This design comes from an exercise in tuning for small area, a short achievable clock period and few clock cycles per item on the open sky130 flow, not from production work. In this exercise RTL edits were held to simulation tests only and were not proved equivalent to the original. No activity file was given, so power comes from the tool's default toggle rates.

--- config.mk ---
export PLATFORM = sky130hd
export DESIGN_NAME = scan_disk_scheduler_top
export DESIGN_NICKNAME = scan_disk_scheduler_top
export VERILOG_FILES = /design/flow/design.v
export SDC_FILE = /design/flow/constraint.sdc
export NUM_CORES = 4
export LEC_CHECK = 0
export CAP_MARGIN = 20
export CORE_MARGIN = 2
export CORE_UTILIZATION = 40
export SLEW_MARGIN = 20
--- run.sh ---
#!/bin/bash
# synth_recipe.tcl (not shown) runs the flow's synth.tcl, then flattens the netlist and writes it again
# the make line also repeats each setting of config.mk as NAME=value (left out here)
make -C /OpenROAD-flow-scripts/flow DESIGN_CONFIG=/design/flow/config.mk WORK_HOME=/design/flow/orfs CLKGATE_MAP_FILE= SYNTH_SCRIPT=/design/flow/synth_recipe.tcl finish
--- constraint.sdc ---
create_clock -name core_clock -period 8.0 [get_ports {clock}]
set_input_delay 1.6000 -clock core_clock [delete_from_list [all_inputs] [get_ports {clock}]]
set_output_delay 1.6000 -clock core_clock [all_outputs]
set_load 0.01 [all_outputs]
--- design.v ---
`timescale 1ns / 1ps
`default_nettype none
package sds_pkg;
   localparam int CYL_W       = 16;
   localparam int MOVE_W      = 17;
   localparam int REQ_DATA_W  = 32;
   localparam int RSP_DATA_W  = 40;
   localparam logic [MOVE_W-1:0] MOVE_MAX = 17'h1FFFF;
   localparam logic [CYL_W-1:0] LAST_CYL_RESET = 16'd199;
   localparam logic OP_ADD = 1'b0;
   localparam logic OP_RUN = 1'b1;
   typedef struct packed {
      logic             valid;
      logic             first;
      logic             turn;
      logic             last;
      logic [CYL_W-1:0] cyl;
   } emit_type;
endpackage
`default_nettype wire
`timescale 1ns / 1ps
`default_nettype none
import sds_pkg::*;
module scan_disk_scheduler_top #(
   parameter int MAX_REQUESTS = 32
) (
   input  wire logic                          clock,
   input  wire logic                          reset,
   input  wire logic                          req_tvalid,
   output logic                               req_tready,
   input  wire logic [sds_pkg::REQ_DATA_W-1:0] req_tdata,
   input  wire logic                          req_tuser,
   output logic                               rsp_tvalid,
   input  wire logic                          rsp_tready,
   output logic [sds_pkg::RSP_DATA_W-1:0]     rsp_tdata,
   output logic                               rsp_tuser,
   output logic                               rsp_tlast,
   input  wire logic                          csr_wr_en,
   input  wire logic [sds_pkg::CYL_W-1:0]     csr_wr_data
);
   localparam int N     = MAX_REQUESTS;
   localparam int PAD_W = RSP_DATA_W - MOVE_W - CYL_W;
   logic [CYL_W-1:0]  last_cyl_ff;
   logic              in_full_ff;
   logic              in_op_ff;       
   logic              in_cin_ff;      
   logic              in_up_ff;
   logic [CYL_W-1:0]  in_val_ff;      
   logic [CYL_W-1:0]  arr_ff [N];
   logic [N-1:0]      vld_ff;
   logic              busy;           
   logic              started_ff;     
   logic              second_ff;      
   logic              asc_ff;         
   logic [N-1:0]      ptr_ff;         
   logic              x_vld_ff;
   logic              x_first_ff;
   logic              x_turn_ff;
   logic              x_last_ff;
   logic [CYL_W-1:0]  x_cyl_ff;
   logic              o_vld_ff;
   logic              o_turn_ff;
   logic              o_last_ff;
   logic [CYL_W-1:0]  o_cyl_ff;
   logic [MOVE_W-1:0] o_total_ff;
   logic [MOVE_W-1:0] travel_ff;
   function automatic logic cmp_gt(input logic [CYL_W-1:0] a,
                                   input logic [CYL_W-1:0] b,
                                   input logic             ge);
      logic [CYL_W-1:0] gg, ee;
      gg = a & ~b;
      ee = a | ~b;
      for (int w = 1; w < CYL_W; w = w * 2) begin
         for (int k = CYL_W - 1; k >= 0; k--) begin
            if ((k % (2 * w)) == (2 * w - 1)) begin
               gg[k] = gg[k] | (ee[k] & gg[k-w]);
               ee[k] = ee[k] & ee[k-w];
            end
         end
      end
      cmp_gt = gg[CYL_W-1] | (ee[CYL_W-1] & ge);
   endfunction
   logic [N-1:0]      g;             
   logic [N:0]        bnd;           
   logic [N-1:0]      asc_start;
   logic [N-1:0]      desc_start;
   always_comb begin
      for (int i = 0; i < N; i++) begin
         g[i] = !vld_ff[i] || cmp_gt(arr_ff[i], in_val_ff, in_cin_ff);
      end
      bnd[0] = g[0];
      for (int i = 1; i < N; i++) begin
         bnd[i] = g[i] && !g[i-1];
      end
      bnd[N] = !g[N-1];
      asc_start  = bnd[N-1:0];
      desc_start = bnd[N:1];
   end
   logic              adv;           
   logic              ins;           
   logic              drop;          
   logic              in_take;       
   logic              hit;           
   logic              nxt_hit;       
   logic [N-1:0]      ptr_nxt;
   logic [CYL_W-1:0]  rd;
   logic              start2_empty;
   logic              walk_end;      
   assign adv = !x_vld_ff || !o_vld_ff || rsp_tready;
   always_comb begin
      ptr_nxt = asc_ff ? {ptr_ff[N-2:0], 1'b0} : {1'b0, ptr_ff[N-1:1]};
      hit     = |(ptr_ff & vld_ff);
      nxt_hit = |(ptr_nxt & vld_ff);
      rd      = '0;
      for (int i = 0; i < N; i++) begin
         rd = rd | (arr_ff[i] & {CYL_W{ptr_ff[i]}});
      end
      start2_empty = in_up_ff ? (desc_start == '0) : ((asc_start & vld_ff) == '0);
   end
   assign walk_end = busy && started_ff && adv &&
                     (hit ? (second_ff && !nxt_hit) : (!second_ff && start2_empty));
   assign ins     = in_full_ff && !in_op_ff && !busy && !vld_ff[N-1];
   assign drop    = in_full_ff && !in_op_ff && !busy && vld_ff[N-1];
   assign in_take = ins || drop || walk_end;
   assign req_tready = !in_full_ff || in_take;
   always_ff @(posedge clock) begin
      if (reset) begin
         in_full_ff <= 1'b0;
      end else if (req_tvalid && req_tready) begin
         in_full_ff <= 1'b1;
      end else if (in_take) begin
         in_full_ff <= 1'b0;
      end
   end
   always_ff @(posedge clock) begin
      if (req_tvalid && req_tready) begin
         in_op_ff  <= req_tuser;
         in_up_ff  <= cmp_gt(req_tdata[2*CYL_W-1:CYL_W], last_cyl_ff >> 1, 1'b0);
         in_cin_ff <= req_tuser && cmp_gt(req_tdata[2*CYL_W-1:CYL_W], last_cyl_ff >> 1, 1'b0);
         in_val_ff <= req_tuser ? req_tdata[2*CYL_W-1:CYL_W] : req_tdata[CYL_W-1:0];
      end
   end
   always_ff @(posedge clock) begin
      if (ins) begin
         for (int i = 0; i < N; i++) begin
            if (g[i]) begin
               arr_ff[i] <= (i > 0 && g[i == 0 ? 0 : i-1]) ? arr_ff[i == 0 ? 0 : i-1] : in_val_ff;
            end
         end
      end
   end
   always_ff @(posedge clock) begin
      if (reset || walk_end) begin
         vld_ff <= '0;
      end else if (ins) begin
         vld_ff <= {vld_ff[N-2:0], 1'b1};
      end
   end
   assign busy = in_full_ff && in_op_ff;
   always_ff @(posedge clock) begin
      if (reset || !busy || walk_end) begin
         started_ff <= 1'b0;
         second_ff  <= 1'b0;
      end else if (adv) begin
         if (!started_ff) begin
            started_ff <= 1'b1;
            asc_ff     <= in_up_ff;
            ptr_ff     <= in_up_ff ? asc_start : desc_start;
         end else if (hit) begin
            ptr_ff <= ptr_nxt;
         end else if (!second_ff) begin
            second_ff <= 1'b1;
            asc_ff    <= !in_up_ff;
            ptr_ff    <= in_up_ff ? desc_start : asc_start;
         end
      end
   end
   always_ff @(posedge clock) begin
      if (reset) begin
         x_vld_ff <= 1'b0;
      end else if (adv) begin
         x_vld_ff <= busy && (!started_ff || hit || !second_ff);
      end
   end
   always_ff @(posedge clock) begin
      if (adv) begin
         x_first_ff <= !started_ff;
         x_turn_ff  <= started_ff && !hit;
         x_last_ff  <= walk_end;
         if (!started_ff) begin
            x_cyl_ff <= in_val_ff;
         end else if (hit) begin
            x_cyl_ff <= rd;
         end else begin
            x_cyl_ff <= in_up_ff ? last_cyl_ff : '0;
         end
      end
   end
   logic [CYL_W-1:0]  step;
   logic [MOVE_W:0]   sum;
   logic [MOVE_W-1:0] sat;
   logic              o_load;
   assign o_load = x_vld_ff && (!o_vld_ff || rsp_tready);
   always_comb begin
      step = (x_cyl_ff >= o_cyl_ff) ? (x_cyl_ff - o_cyl_ff) : (o_cyl_ff - x_cyl_ff);
      sum  = {1'b0, travel_ff} + (MOVE_W + 1)'(step);
      sat  = sum[MOVE_W] ? MOVE_MAX : sum[MOVE_W-1:0];
   end
   always_ff @(posedge clock) begin
      if (reset) begin
         o_vld_ff <= 1'b0;
      end else if (o_load) begin
         o_vld_ff <= 1'b1;
      end else if (rsp_tready) begin
         o_vld_ff <= 1'b0;
      end
   end
   always_ff @(posedge clock) begin
      if (o_load) begin
         o_cyl_ff   <= x_cyl_ff;
         o_turn_ff  <= x_turn_ff;
         o_last_ff  <= x_last_ff;
         o_total_ff <= x_last_ff ? sat : '0;
         travel_ff  <= x_first_ff ? '0 : sat;
      end
   end
   always_ff @(posedge clock) begin
      if (reset) begin
         last_cyl_ff <= LAST_CYL_RESET;
      end else if (csr_wr_en) begin
         last_cyl_ff <= csr_wr_data;
      end
   end
   assign rsp_tvalid = o_vld_ff;
   assign rsp_tdata  = {{PAD_W{1'b0}}, o_total_ff, o_cyl_ff};
   assign rsp_tuser  = o_turn_ff;
   assign rsp_tlast  = o_last_ff;
endmodule
`default_nettype wire
==> flow_summary.toml, run 1 <==
[floorplan]
rows = 122
core_region_area_um2 = 110000
die-height_um = 337
die_x_um = 337
io_pins = 98
start_util_pct = 40.2
dieArea_um2 = 113000

[power_and_ir_drop]
p_per_area_nw_per_um2 = 196
finalPower_mw = 9.69
p_leak_nw = 17.9
ir_drop_mv = 0.153

[clock_tree]
numClockSinks = 688
cts_resized = 0
cts_inserted_buffers = 83
tritoncts = "done"
cts_buffer_depth = 3
ctsHoldBuffers = 0
post_cts.repair.setup_buffers = 0
clk_latency_ns = 0.73
h-tree-depth = 3
clk_pin_slew_ns = 0.06
cts-root-buf = "clkbuf_16"

[synth]
synth_area_leaders = "edfxtp_1, o21ai_0, nand2_1"
synth_edf_count = 635
synth-async-reset-ratio_pct = 0
yosysMostFrequentCell = "edfxtp_1"
syn_inst = 4628
yosys_register_bits = 688
netlist.area_leader.share_pct = 43.1
netlist_area_um2 = 44300
yosysUniqueCellTypes = 104
synth_top_cell_by_area = "edfxtp_1"
synthTopCellsByCount = "edfxtp_1, nand2_1, o21ai_0"
ys_seq_area_share_pct = 45.5
synth-main-ff-cell = "edfxtp_1"
ys_warn_count = 2
synth.avg_cell_area_um2 = 9.57

[route]
firstDrtPassIters = 7
vias = 41100
vias_per_cell = 6.72
drtIter0Drc = 6761
wl_per_cell_um = 32.5
final_antenna_net_count = 0
routed_wl_mm = 199
drc = 0

[sta]
slew_viol_final = 0
fmax_mhz = 133
setup_ws_ns = 0.470
worstMarginPinSlew_ns = 1.18
setup_viol = 0
period_share_pct = 94.1
hold_viol = 0
maxSlewHeadroom_pct = 21.3
min_period_ns = 7.53
rsz0062_at_grt = "false"
holdWs_ns = 0.441
tns_ns = 0
worst_clock_skew_ns = 0.0752

[setup_path]
critPathBufInv = 2
worstPathMaxFanout = 25
critPathRequiredTime_ns = 6.40
crit_path_end_kind = "output pin"
critPathArrivalTime_ns = 5.93
regToRegSetupSlack_ns = 1.81
max_stage_delay_ns = 0.86
crit_slowest_cell = "nor3_1"
path_cells = "nor2b_2 > buf_4 > a2111oi_0 > o221ai_1 > a211oi_1 > o31ai_1 > nor3_1 > nand4bb_1 > nor4_1 > a41oi_2 > nand4_2 > clkdlybuf4s50_1"
crit_family = "compound AO/OA/AOI/OAI gates"
crit_type = "flop to output pin"
start_kind = "flop"

[place]
post_dp_cell_area_um2 = 46700
place_inst = 5965
dp_hpwl_mm = 147
place_ws_ns = 1.45
portBuffers = 90
gp_congestion = 1.04

[global_route]
antenna_found_initial = 4
grt_max_degree = 66
grtUsageTotal_pct = 34.3
grt_pass1_wl_mm = 278
gr-total-overflow = 0
grt_pass1_vias = 37900

[cells_and_area]
layout.cells.non_filler = 6126
final_nets = 4666
final_area_um2 = 49500
drive_above_1_share_pct = 11.6
final_core_util_pct = 44.9
syn_to_final_growth_pct = 11.8
fill_cells = 10600

[job]
max-cap-violations = 0

[outcome]
status = "complete, no violations"

[hold_path]
hold_class = "flop to flop"
## placed cells by master (no fill, tap or decap), drive strengths merged, types with 31 or more instances in the layout
master,netlist,final
o22ai,60,60
a22oi,187,187
clkinv,1,31
nor3,72,72
dfxtp,53,53
edfxtp,635,635
maj3,105,105
a21oi,188,188
o221ai,86,86
clkbuf,272,113
nand4,76,76
mux2i,47,47
o211ai,45,45
a221oi,81,81
nor2,183,183
buf,135,161
ha,47,47
a211oi,50,50
a22o,80,80
nor2b,178,178
nand3,70,70
clkdlybuf4s50,0,89
o21ai,508,508
mux2,164,164
a222oi,31,31
nand2,532,532
inv,260,264
nand2b,120,120
## area by class of cell
cell class,count,area [µm²],area share [%]
clock inverter,42,450,0.910
clock buffer,113,2360,4.78
inverter,261,980,1.98
timing repair buffer,250,2130,4.31
multi-input combinational,3278,21600,43.6
tap,1488,1860,3.76
sequential,688,20100,40.7
antenna,6,15.0,0.0303
## layer usage
layer	up-vias	wire length, µm	track usage (%)
li1	17300	-	-
met1	20000	75800	45.3
met3	620	28700	12.1
met2	3230	83200	50.0
met4	4	11400	16.5
met5	-	35	0
## flip-flops by register name (all words and copies together), names as in the netlist, 16 cells and up
signal / count
ptr_ff: 32
o_cyl_ff: 16
in_val_ff: 16
o_total_ff: 17
x_cyl_ff: 16
vld_ff: 32
travel_ff: 17
last_cyl_ff: 16
arr_ff: 512
## worst reg2reg max path: cells and delay by family (launching register included)
| family | cells | cell delay (ns) |
|---|---|---|
| AOI/OAI and AO/OA | 15 | 3.16 |
| adders and majority gates | 3 | 0.82 |
| buffers and inverters | 3 | 0.42 |
| DFF | 1 | 0.43 |
| muxes | 1 | 0.41 |
| and+or+nand+nor | 2 | 0.70 |
## cells by family (layout without fill, tap and decap cells)
kind of cell	Yosys count	after routing	synth area share [%]
and+or+nand+nor	1328	1328	14.9
other	1	13	0.00847
DFF	688	688	45.5
muxes	211	211	5.32
buffers and inverters	668	666	6.14
adders and majority gates	155	155	3.85
AOI/OAI and AO/OA	1549	1549	23.8
xor gates and xnor gates	28	28	0.554
## report_power, final
part	internal [mW]	total (mW)	switching (mW)
Clock	2.31	4.02	1.70
Combinational	0.490	1.43	0.942
Sequential	4.06	4.24	0.179
## worst paths after layout
kind / from / cells past startpoint / end
worst max-delay path: in_cin_ff$_DFFE_PP_ / 12 / req_tready
worst min-delay path: x_turn_ff$_DFFE_PP_ / 0 / o_turn_ff$_DFFE_PP_
worst max register to register: x_cyl_ff[0]$_DFFE_PP_ / 24 / travel_ff[16]$_SDFFCE_PP0P_
worst min register to register: x_turn_ff$_DFFE_PP_ / 0 / o_turn_ff$_DFFE_PP_
Testbench counts, summed over its fixed seeds: cycles 3,526, items 1,655.
==> run 2: changes to the inputs <==
--- a/design.v
+++ b/design.v
@@ -50,7 +50,9 @@
    logic [N-1:0]      vld_ff;
-   logic              busy;           
-   logic              started_ff;     
+   logic              walk_ff;        
    logic              second_ff;      
    logic              asc_ff;         
+   logic              up_ff;          
    logic [N-1:0]      ptr_ff;         
+   logic [N-1:0]      ptr2_ff;        
+   logic              empty2_ff;      
    logic              x_vld_ff;
@@ -99,2 +101,3 @@
    logic              adv;           
+   logic              start;         
    logic              ins;           
@@ -106,3 +109,2 @@
    logic [CYL_W-1:0]  rd;
-   logic              start2_empty;
    logic              walk_end;      
@@ -117,9 +119,9 @@
       end
-      start2_empty = in_up_ff ? (desc_start == '0) : ((asc_start & vld_ff) == '0);
-   end
-   assign walk_end = busy && started_ff && adv &&
-                     (hit ? (second_ff && !nxt_hit) : (!second_ff && start2_empty));
-   assign ins     = in_full_ff && !in_op_ff && !busy && !vld_ff[N-1];
-   assign drop    = in_full_ff && !in_op_ff && !busy && vld_ff[N-1];
-   assign in_take = ins || drop || walk_end;
+   end
+   assign walk_end = walk_ff && adv &&
+                     (hit ? (second_ff && !nxt_hit) : (!second_ff && empty2_ff));
+   assign start   = in_full_ff && in_op_ff && !walk_ff && !x_vld_ff;
+   assign ins     = in_full_ff && !in_op_ff && !walk_ff && !vld_ff[N-1];
+   assign drop    = in_full_ff && !in_op_ff && !walk_ff && vld_ff[N-1];
+   assign in_take = ins || drop || start;
    assign req_tready = !in_full_ff || in_take;
@@ -158,13 +160,19 @@
    end
-   assign busy = in_full_ff && in_op_ff;
-   always_ff @(posedge clock) begin
-      if (reset || !busy || walk_end) begin
-         started_ff <= 1'b0;
-         second_ff  <= 1'b0;
-      end else if (adv) begin
-         if (!started_ff) begin
-            started_ff <= 1'b1;
-            asc_ff     <= in_up_ff;
-            ptr_ff     <= in_up_ff ? asc_start : desc_start;
-         end else if (hit) begin
+   always_ff @(posedge clock) begin
+      if (reset || walk_end) begin
+         walk_ff <= 1'b0;
+      end else if (start) begin
+         walk_ff <= 1'b1;
+      end
+   end
+   always_ff @(posedge clock) begin
+      if (start) begin
+         second_ff <= 1'b0;
+         up_ff     <= in_up_ff;
+         asc_ff    <= in_up_ff;
+         ptr_ff    <= in_up_ff ? asc_start : desc_start;
+         ptr2_ff   <= in_up_ff ? desc_start : asc_start;
+         empty2_ff <= in_up_ff ? (desc_start == '0) : ((asc_start & vld_ff) == '0);
+      end else if (walk_ff && adv) begin
+         if (hit) begin
             ptr_ff <= ptr_nxt;
@@ -172,4 +180,4 @@
             second_ff <= 1'b1;
-            asc_ff    <= !in_up_ff;
-            ptr_ff    <= in_up_ff ? desc_start : asc_start;
+            asc_ff    <= !up_ff;
+            ptr_ff    <= ptr2_ff;
          end
@@ -180,12 +188,14 @@
          x_vld_ff <= 1'b0;
+      end else if (start) begin
+         x_vld_ff <= 1'b1;
       end else if (adv) begin
-         x_vld_ff <= busy && (!started_ff || hit || !second_ff);
-      end
-   end
-   always_ff @(posedge clock) begin
-      if (adv) begin
-         x_first_ff <= !started_ff;
-         x_turn_ff  <= started_ff && !hit;
-         x_last_ff  <= walk_end;
-         if (!started_ff) begin
+         x_vld_ff <= walk_ff && (hit || !second_ff);
+      end
+   end
+   always_ff @(posedge clock) begin
+      if (start || adv) begin
+         x_first_ff <= start;
+         x_turn_ff  <= !start && !hit;
+         x_last_ff  <= !start && walk_end;
+         if (start) begin
             x_cyl_ff <= in_val_ff;
@@ -194,3 +204,3 @@
          end else begin
-            x_cyl_ff <= in_up_ff ? last_cyl_ff : '0;
+            x_cyl_ff <= up_ff ? last_cyl_ff : '0;
          end
==> run 2 against run 1 <==
Effect of this change: final cell count shrank 0.52%; still clean on timing, DRC and antenna; sequential cell count grew 34; synthesized cell count shrank 0.82%; non-clock buffer count shrank 17; critical path type is now flop to flop.
==> flow_summary.toml, run 2 <==
[setup_path]
crit_slowest_cell = "or3b_2"
max_stage_delay_ns = 0.54
critPathArrivalTime_ns = 7.31
start_kind = "flop"
crit_type = "flop to flop"
crit_top_cell = "a21o_1"
critPathBufInv = 2
worstPathMaxFanout = 15
crit_family = "compound AO/OA/AOI/OAI gates"
crit_path_end_kind = "flop"
critPathRequiredTime_ns = 8.39

[sta]
min_period_ns = 6.92
period_share_pct = 86.5
holdWs_ns = 0.427
rsz0062_at_grt = "false"
setup_ws_ns = 1.08
hold_viol = 0
worst_clock_skew_ns = 0.0298
worstMarginPinSlew_ns = 1.16
setup_viol = 0
maxSlewHeadroom_pct = 22.4
slew_viol_final = 0
fmax_mhz = 144
tns_ns = 0

[floorplan]
start_util_pct = 40.1
dieArea_um2 = 113000
rows = 122
die_x_um = 337
io_pins = 98
core_region_area_um2 = 110000
die-height_um = 337

[synth]
yosysMostFrequentCell = "edfxtp_1"
synth_edf_count = 669
synth_top_cell_by_area = "edfxtp_1"
synth_area_leaders = "edfxtp_1, o21ai_0, nand2_1"
synth-main-ff-cell = "edfxtp_1"
synth.avg_cell_area_um2 = 9.64
yosysUniqueCellTypes = 94
ys_seq_area_share_pct = 47.8
synthTopCellsByCount = "edfxtp_1, nand2_1, o21ai_0"
synth-async-reset-ratio_pct = 0
syn_inst = 4590
yosys_register_bits = 722
netlist_area_um2 = 44200
ys_warn_count = 2
netlist.area_leader.share_pct = 45.4

[clock_tree]
cts_buffer_depth = 3
clk_latency_ns = 0.69
clk_pin_slew_ns = 0.06
cts_inserted_buffers = 85
post_cts.repair.setup_buffers = 0
h-tree-depth = 3
numClockSinks = 722
cts-root-buf = "clkbuf_16"
cts_resized = 0
ctsHoldBuffers = 0
tritoncts = "done"

[job]
max-cap-violations = 0

[power_and_ir_drop]
p_leak_nw = 17.7
seqPwrFrac_pct = 43.9
comb_power_share_pct = 18.4
p_sw_mw = 3.11
switching_share_pct = 30.2
p_int_mw = 7.18
clock_power_share_pct = 37.7
ir_drop_mv = 0.168
finalPower_mw = 10.3
p_per_area_nw_per_um2 = 209

[cells_and_area]
drive_above_1_share_pct = 11.0
syn_to_final_growth_pct = 11.4
top_register = "arr_ff"
final_common_cell = "edfxtp_1"
largest_reg_flops = 512
final_area_um2 = 49300
fill_cells = 10600
final_nets = 4631
layout_common_cells = "edfxtp_1, nand2_1, o21ai_0, inv_1, a22oi_1"

[hold_path]
hold_class = "flop to flop"

[global_route]
gr-total-overflow = 0
grt_pass1_wl_mm = 270
grt_max_degree = 93
grtUsageTotal_pct = 33.3
grt_pass1_vias = 37100
antenna_found_initial = 12

[route]
drc = 0
wl_per_cell_um = 31.7
vias = 39500
final_antenna_net_count = 0
firstDrtPassIters = 9
vias_per_cell = 6.48
routed_wl_mm = 193
drtIter0Drc = 6131

[place]
post_dp_cell_area_um2 = 46600
place_ws_ns = 1.11
portBuffers = 90
dp_hpwl_mm = 141
gp_congestion = 0.982

[outcome]
status = "complete, no violations"
==> run 2: cell types whose count changed in the layout (fill, tap and decap cells not counted), moves of 17 or more <==
| cell | change |
|---|---|
| inv_1 | +46 |
| nor2b_1 | -59 |
| mux2_2 | +17 |
| edfxtp_1 | +34 |
| a211oi_1 | -22 |
| nor2_1 | +33 |
| nor3_2 | -28 |
| o211ai_1 | -21 |
| nor3_1 | -17 |
| a22oi_1 | +31 |
| nand2_1 | +51 |
| nand2b_1 | -20 |
| o221ai_1 | -24 |
==> run 2: final timing paths <==
path,to,from,slack [ns],cells past startpoint
max reg2reg,travel_ff[11]$_SDFFCE_PP0P_,x_cyl_ff[0]$_DFFE_PP_,1.08,27
min,o_turn_ff$_DFFE_PP_,x_turn_ff$_DFFE_PP_,0.43,0
max,travel_ff[11]$_SDFFCE_PP0P_,x_cyl_ff[0]$_DFFE_PP_,1.08,27
min reg2reg,o_turn_ff$_DFFE_PP_,x_turn_ff$_DFFE_PP_,0.43,0
==> run 2: worst register-to-register path, stage by stage (launching register included) <==
cell,delay [ns]
edfxtp_1,0.41
inv_1,0.07
ha_1,0.13
inv_1,0.06
fa_1,0.39
a21o_1,0.17
a21o_1,0.19
a21o_1,0.18
a21oi_1,0.40
nor3_1,0.14
nor4_1,0.31
o21ai_0,0.13
a21o_1,0.19
a21o_1,0.33
mux2_2,0.36
ha_1,0.28
a21o_1,0.16
a21oi_1,0.21
o21bai_1,0.09
a21oi_1,0.25
a21oi_1,0.16
o21ai_0,0.37
o31ai_1,0.21
a221o_1,0.37
a21oi_1,0.17
nor2b_1,0.23
or3b_2,0.54
nor2b_1,0.14
==> run 2: kinds of logic after synthesis <==
kind of cell,count (synthesis),synth area share (%)
compound gates,1508,22.8
simple gates,1250,13.0
fa+ha+maj,178,4.40
mux,212,5.25
buf+inv,695,6.20
flops,722,47.8
other cells,1,0.00848
xor+xnor,24,0.475
==> run 2: metrics by stage <==
| stage | util (%) | instances |
|---|---|---|
| after floorplan | - | 4596 |
| after global placement | 42.3 | 5928 |
| after detailed placement | 42.3 | 5928 |
| after CTS | 44.7 | 6083 |
| after global routing | 44.7 | 6088 |
| final | 44.7 | 6094 |
==> run 2: layout make-up <==
| class | instances | area (µm²) | area share, % |
|---|---|---|---|
| Antenna cell | 11 | 27.5 | 0.0558 |
| Clock buffer | 116 | 2400 | 4.86 |
| Clock inverter | 39 | 277 | 0.561 |
| Inverter | 306 | 1150 | 2.33 |
| Multi-Input combinational cell | 3179 | 20500 | 41.5 |
| Sequential cell | 722 | 21200 | 42.9 |
| Tap cell | 1488 | 1860 | 3.78 |
| Timing Repair Buffer | 233 | 1970 | 4.00 |
==> run 2: layer usage <==
| layer | wire, µm | GRT usage (%) | vias to the layer above |
|---|---|---|---|
| li1 | - | - | 17000 |
| met1 | 72900 | 42.7 | 19300 |
| met2 | 84400 | 50.5 | 2730 |
| met3 | 25100 | 9.92 | 482 |
| met4 | 10500 | 17.4 | 6 |
| met5 | 32 | 0 | - |
==> run 2: power groups by stage <==
stage	clock, mW	sequential (mW)	combinational (mW)
2_1_floorplan	0	4.49	1.24
3_3_place_gp	0	4.58	1.82
3_5_place_dp	0	4.58	1.85
4_1_cts	3.88	4.50	1.85
5_1_grt	4.01	4.52	2.02
6_report	3.88	4.51	1.89
Testbench counts of run 2, summed over its fixed seeds: cycles 3,526, items 1,655.
==> run 3: changes to the inputs <==
--- a/design.v
+++ b/design.v
@@ -53,5 +53,4 @@
    logic              asc_ff;         
-   logic              up_ff;          
+   logic              begun_ff;       
    logic [N-1:0]      ptr_ff;         
-   logic [N-1:0]      ptr2_ff;        
    logic              empty2_ff;      
@@ -62,2 +61,8 @@
    logic [CYL_W-1:0]  x_cyl_ff;
+   logic              y_vld_ff;
+   logic              y_first_ff;
+   logic              y_turn_ff;
+   logic              y_last_ff;
+   logic [CYL_W-1:0]  y_cyl_ff;
+   logic [CYL_W-1:0]  y_step_ff;
    logic              o_vld_ff;
@@ -102,2 +107,3 @@
    logic              start;         
+   logic              release_run;   
    logic              ins;           
@@ -110,3 +116,7 @@
    logic              walk_end;      
-   assign adv = !x_vld_ff || !o_vld_ff || rsp_tready;
+   logic              o_adv;         
+   logic              y_adv;         
+   assign o_adv = !o_vld_ff || rsp_tready;
+   assign y_adv = !y_vld_ff || o_adv;
+   assign adv   = !x_vld_ff || y_adv;
    always_comb begin
@@ -122,6 +132,7 @@
                      (hit ? (second_ff && !nxt_hit) : (!second_ff && empty2_ff));
-   assign start   = in_full_ff && in_op_ff && !walk_ff && !x_vld_ff;
-   assign ins     = in_full_ff && !in_op_ff && !walk_ff && !vld_ff[N-1];
-   assign drop    = in_full_ff && !in_op_ff && !walk_ff && vld_ff[N-1];
-   assign in_take = ins || drop || start;
+   assign start       = in_full_ff && in_op_ff && !begun_ff && !walk_ff && !x_vld_ff;
+   assign release_run = in_full_ff && in_op_ff && begun_ff && (second_ff || !walk_ff);
+   assign ins         = in_full_ff && !in_op_ff && !walk_ff && !vld_ff[N-1];
+   assign drop        = in_full_ff && !in_op_ff && !walk_ff && vld_ff[N-1];
+   assign in_take     = ins || drop || release_run;
    assign req_tready = !in_full_ff || in_take;
@@ -168,8 +179,13 @@
    always_ff @(posedge clock) begin
+      if (reset || release_run) begin
+         begun_ff <= 1'b0;
+      end else if (start) begin
+         begun_ff <= 1'b1;
+      end
+   end
+   always_ff @(posedge clock) begin
       if (start) begin
          second_ff <= 1'b0;
-         up_ff     <= in_up_ff;
          asc_ff    <= in_up_ff;
          ptr_ff    <= in_up_ff ? asc_start : desc_start;
-         ptr2_ff   <= in_up_ff ? desc_start : asc_start;
          empty2_ff <= in_up_ff ? (desc_start == '0) : ((asc_start & vld_ff) == '0);
@@ -180,4 +196,4 @@
             second_ff <= 1'b1;
-            asc_ff    <= !up_ff;
-            ptr_ff    <= ptr2_ff;
+            asc_ff    <= !in_up_ff;
+            ptr_ff    <= in_up_ff ? desc_start : asc_start;
          end
@@ -204,7 +220,28 @@
          end else begin
-            x_cyl_ff <= up_ff ? last_cyl_ff : '0;
-         end
-      end
-   end
-   logic [CYL_W-1:0]  step;
+            x_cyl_ff <= in_up_ff ? last_cyl_ff : '0;
+         end
+      end
+   end
+   logic [CYL_W:0]    dif_xy;
+   logic [CYL_W:0]    dif_yx;
+   always_comb begin
+      dif_xy = {1'b0, x_cyl_ff} - {1'b0, y_cyl_ff};
+      dif_yx = {1'b0, y_cyl_ff} - {1'b0, x_cyl_ff};
+   end
+   always_ff @(posedge clock) begin
+      if (reset) begin
+         y_vld_ff <= 1'b0;
+      end else if (y_adv) begin
+         y_vld_ff <= x_vld_ff;
+      end
+   end
+   always_ff @(posedge clock) begin
+      if (x_vld_ff && y_adv) begin
+         y_first_ff <= x_first_ff;
+         y_turn_ff  <= x_turn_ff;
+         y_last_ff  <= x_last_ff;
+         y_cyl_ff   <= x_cyl_ff;
+         y_step_ff  <= dif_xy[CYL_W] ? dif_yx[CYL_W-1:0] : dif_xy[CYL_W-1:0];
+      end
+   end
    logic [MOVE_W:0]   sum;
@@ -212,7 +249,6 @@
    logic              o_load;
-   assign o_load = x_vld_ff && (!o_vld_ff || rsp_tready);
-   always_comb begin
-      step = (x_cyl_ff >= o_cyl_ff) ? (x_cyl_ff - o_cyl_ff) : (o_cyl_ff - x_cyl_ff);
-      sum  = {1'b0, travel_ff} + (MOVE_W + 1)'(step);
-      sat  = sum[MOVE_W] ? MOVE_MAX : sum[MOVE_W-1:0];
+   assign o_load = y_vld_ff && o_adv;
+   always_comb begin
+      sum = {1'b0, travel_ff} + (MOVE_W + 1)'(y_step_ff);
+      sat = sum[MOVE_W] ? MOVE_MAX : sum[MOVE_W-1:0];
    end
@@ -229,7 +265,7 @@
       if (o_load) begin
-         o_cyl_ff   <= x_cyl_ff;
-         o_turn_ff  <= x_turn_ff;
-         o_last_ff  <= x_last_ff;
-         o_total_ff <= x_last_ff ? sat : '0;
-         travel_ff  <= x_first_ff ? '0 : sat;
+         o_cyl_ff   <= y_cyl_ff;
+         o_turn_ff  <= y_turn_ff;
+         o_last_ff  <= y_last_ff;
+         o_total_ff <= y_last_ff ? sat : '0;
+         travel_ff  <= y_first_ff ? '0 : sat;
       end
--- a/config.mk
+++ b/config.mk
@@ -10,2 +10,3 @@
 export CORE_UTILIZATION = 40
+export SETUP_SLACK_MARGIN = 4.5
 export SLEW_MARGIN = 20
==> run 3 against run 2 <==
Effect of this change: hold slack worse by 0.0074 ns; sequential share of layout area down 2.5 points; utilization up 3.0 points; sequential power up 2%; final cell count up 2.1%; global-route usage up 3.2 points; non-clock buffer count up 106; maximum frequency up 75%; via count up 7.0%; critical path depth down 11; largest cell class is now multi-input combinational cells; wire length up 9.8%.
==> flow_summary.toml, run 3 <==
[clock_tree]
cts_buffer_depth = 3
numClockSinks = 726
cts-root-buf = "clkbuf_16"
clk_pin_slew_ns = 0.06
h-tree-depth = 3
cts_inserted_buffers = 84
ctsHoldBuffers = 0
clk_latency_ns = 0.70
tritoncts = "done"

[floorplan]
die-height_um = 337
rows = 122
dieArea_um2 = 113000
io_pins = 98
core_region_area_um2 = 110000
start_util_pct = 40.2
die_x_um = 337

[cells_and_area]
drive_above_1_share_pct = 16.1
final_core_util_pct = 47.8
largest_reg_flops = 512
top_register = "arr_ff"
final_area_um2 = 52700
layout_common_cells = "edfxtp_1, nand2_1, o21ai_0, inv_1, a21oi_1"
final_common_cell = "edfxtp_1"
largestRegisters = "arr_ff: 512 flops, ptr_ff: 32 flops, vld_ff: 32 flops"
syn_to_final_growth_pct = 19.0
final_nets = 4768

[setup_path]
crit_path_end_kind = "flop"
critPathRequiredTime_ns = 8.51
start_kind = "flop"
crit_type = "flop to flop"
worstPathMaxFanout = 21
reg2regPathDepth = 16
critPathArrivalTime_ns = 4.48

[synth]
synth_area_leaders = "edfxtp_1, o21ai_0, nand2_1"
synth-async-reset-ratio_pct = 0
syn_inst = 4624
netlist_area_um2 = 44300
netlist.area_leader.share_pct = 45.5
synth_top_cell_by_area = "edfxtp_1"
ys_seq_area_share_pct = 48.0
ys_warn_count = 2
yosys_register_bits = 726
yosysUniqueCellTypes = 109
synth_edf_count = 671
synthTopCellsByCount = "edfxtp_1, nand2_1, o21ai_0"
synth.avg_cell_area_um2 = 9.57
synth-main-ff-cell = "edfxtp_1"
yosysMostFrequentCell = "edfxtp_1"

[sta]
hold_viol = 0
holdWs_ns = 0.420
tns_ns = 0
maxSlewHeadroom_pct = 25.4
worstMarginPinSlew_ns = 1.12
fmax_mhz = 252
min_period_ns = 3.97
setup_ws_ns = 4.03
period_share_pct = 49.6
setup_viol = 0
worst_clock_skew_ns = 0.0422
slew_viol_final = 0
rsz0062_at_grt = "true"

[power_and_ir_drop]
ir_drop_mv = 0.152
p_per_area_nw_per_um2 = 206
seqPwrFrac_pct = 42.2
switching_share_pct = 31.0
clock_power_share_pct = 38.4
comb_power_share_pct = 19.4
p_int_mw = 7.50
p_leak_nw = 19.2
p_sw_mw = 3.37

[hold_path]
hold_class = "flop to flop"
min_path_cells = 0

[global_route]
grtUsageTotal_pct = 36.4
gr-total-overflow = 0
grt_max_degree = 61
grt_pass1_vias = 38800
antenna_found_initial = 7
grt_pass1_wl_mm = 294

[place]
portBuffers = 90
post_dp_cell_area_um2 = 46400
gp_congestion = 1.02
place_ws_ns = 2.97
dp_hpwl_mm = 141

[job]
max-cap-violations = 0

[route]
routed_wl_mm = 212
drc = 0
final_antenna_net_count = 0
drtIter0Drc = 7552
vias = 42200
firstDrtPassIters = 9
vias_per_cell = 6.79
wl_per_cell_um = 34.1

[outcome]
status = "complete, no violations"
[run 3: worst paths after layout]
path | from | end | slack, ns
setup / recovery | in_val_ff[0]$_DFFE_PP_ | empty2_ff$_DFFE_PP_ | 4.03
hold / removal | y_turn_ff$_DFFE_PP_ | o_turn_ff$_DFFE_PP_ | 0.42
setup reg to reg | in_val_ff[0]$_DFFE_PP_ | empty2_ff$_DFFE_PP_ | 4.03
hold reg to reg | y_turn_ff$_DFFE_PP_ | o_turn_ff$_DFFE_PP_ | 0.42
[run 3: routing by layer]
metal / part of all wire, % / vias up / track usage, %
li1: - / 17500 / -
met1: 36 / 20300 / 46.3
met2: 42 / 3700 / 54.0
met3: 14 / 822 / 11.1
met4: 7.9 / 10 / 22.6
met5: 0.11 / - / 0.936
[run 3: layout make-up]
class / instances / area, µm²
Tap cell: 1488 / 1860
Inverter: 261 / 1060
Multi-Input combinational cell: 3249 / 21700
Clock buffer: 103 / 2260
Clock inverter: 53 / 602
Fill cell: 10200 / 57600
Antenna cell: 1 / 2.50
Timing Repair inverter: 3 / 23.8
Sequential cell: 726 / 21300
Timing Repair Buffer: 339 / 3930
[run 3: power by group through the flow]
stage                     sequential [mW]  clock, mW  combinational (mW)
after global placement               4.64          0                1.72
after floorplan                      4.53          0                1.09
after CTS                            4.56       4.16                1.95
after global routing                 4.59       4.30                2.17
final                                4.58       4.18                2.11
after detailed placement             4.64          0                1.72
[run 3: critical path, cell delays in order, from the launching register on]
cell and delay (ns):
edfxtp_1 0.40, buf_8 0.20, nor2b_4 0.25, buf_12 0.19, a2111oi_4 0.06, o221a_1 0.35
o211ai_1 0.53, a221oi_2 0.15, o21ai_4 0.22, buf_12 0.14, buf_4 0.14, o32ai_1 0.09
nor4b_2 0.27, nand4_1 0.17, nor4_2 0.27, o2111ai_1 0.15, o31ai_2 0.20
[run 3: what timing repair did]
| item | 4_1_cts | 5_1_grt |
|---|---|---|
| gates cloned | 33 | 3 |
| buffers inserted | 75 | 28 |
| pin swaps | 71 | 48 |
| setup endpoints to repair | 1037 | 450 |
| gates resized for setup | 344 | 106 |
[run 3: stage by stage]
step / total power, mW / std cells
2_1_floorplan: 5.62 / 4630
3_3_place_gp: 6.36 / 5927
3_5_place_dp: 6.36 / 5927
4_1_cts: 10.7 / 6191
5_1_grt: 11.1 / 6222
6_report: 10.9 / 6223
[run 3: cell families (layout without fill, tap and decap cells)]
kind of cell / count (synthesis) / count (layout) / synth area share [%]
AO/OA/AOI/OAI: 1648 / 1650 / 24.6
AND/OR/NAND/NOR: 1254 / 1261 / 13.1
flip-flops: 726 / 726 / 48.0
buffers and inverters: 664 / 759 / 6.16
adder cells (fa/ha/maj): 168 / 168 / 4.17
multiplexers: 138 / 138 / 3.44
XOR/XNOR: 25 / 25 / 0.495
other: 1 / 8 / 0.00847
Testbench counts of run 3, summed over its fixed seeds: cycles 3,535, items 1,655.

separate check: timing with driven ports:
The flow's constraints put no driver on any port. The routed layouts listed below were extracted and timed again, unchanged, in two steps. Step 1 assumes that a clkbuf_16 drives the clock port and a buf_2 every other input. Step 2, shift: input delay + t, output delay - t, t = (earliest + latest rising clock arrival at the registers) / 2. This alone moves slack from input paths to output paths. a / b / c = no drivers / after step 1 / after step 2; a / b = the first two.
run | t (ns) | setup slack, ns | worst hold slack (ns) | slew at the worst register clock pin (ns) | worst slew at a driven data input, ns
run 1 | 0.765 | 0.470 / 0.394 / 1.159 | 0.441 / 0.441 / 0.441 | 0.07 / 0.07 | 0.04
run 2 | 0.752 | 1.076 / 1.076 / 1.076 | 0.427 / 0.427 / 0.427 | 0.07 / 0.07 | 0.10
run 3 | 0.756 | 4.033 / 4.033 / 3.802 | 0.420 / 0.420 / 0.420 | 0.07 / 0.07 | 0.06
After both steps setup and hold are still met in every run listed. The setup slack of run 3, which loses most, moves by 0.000 ns with the drivers and by -0.231 ns with both steps.
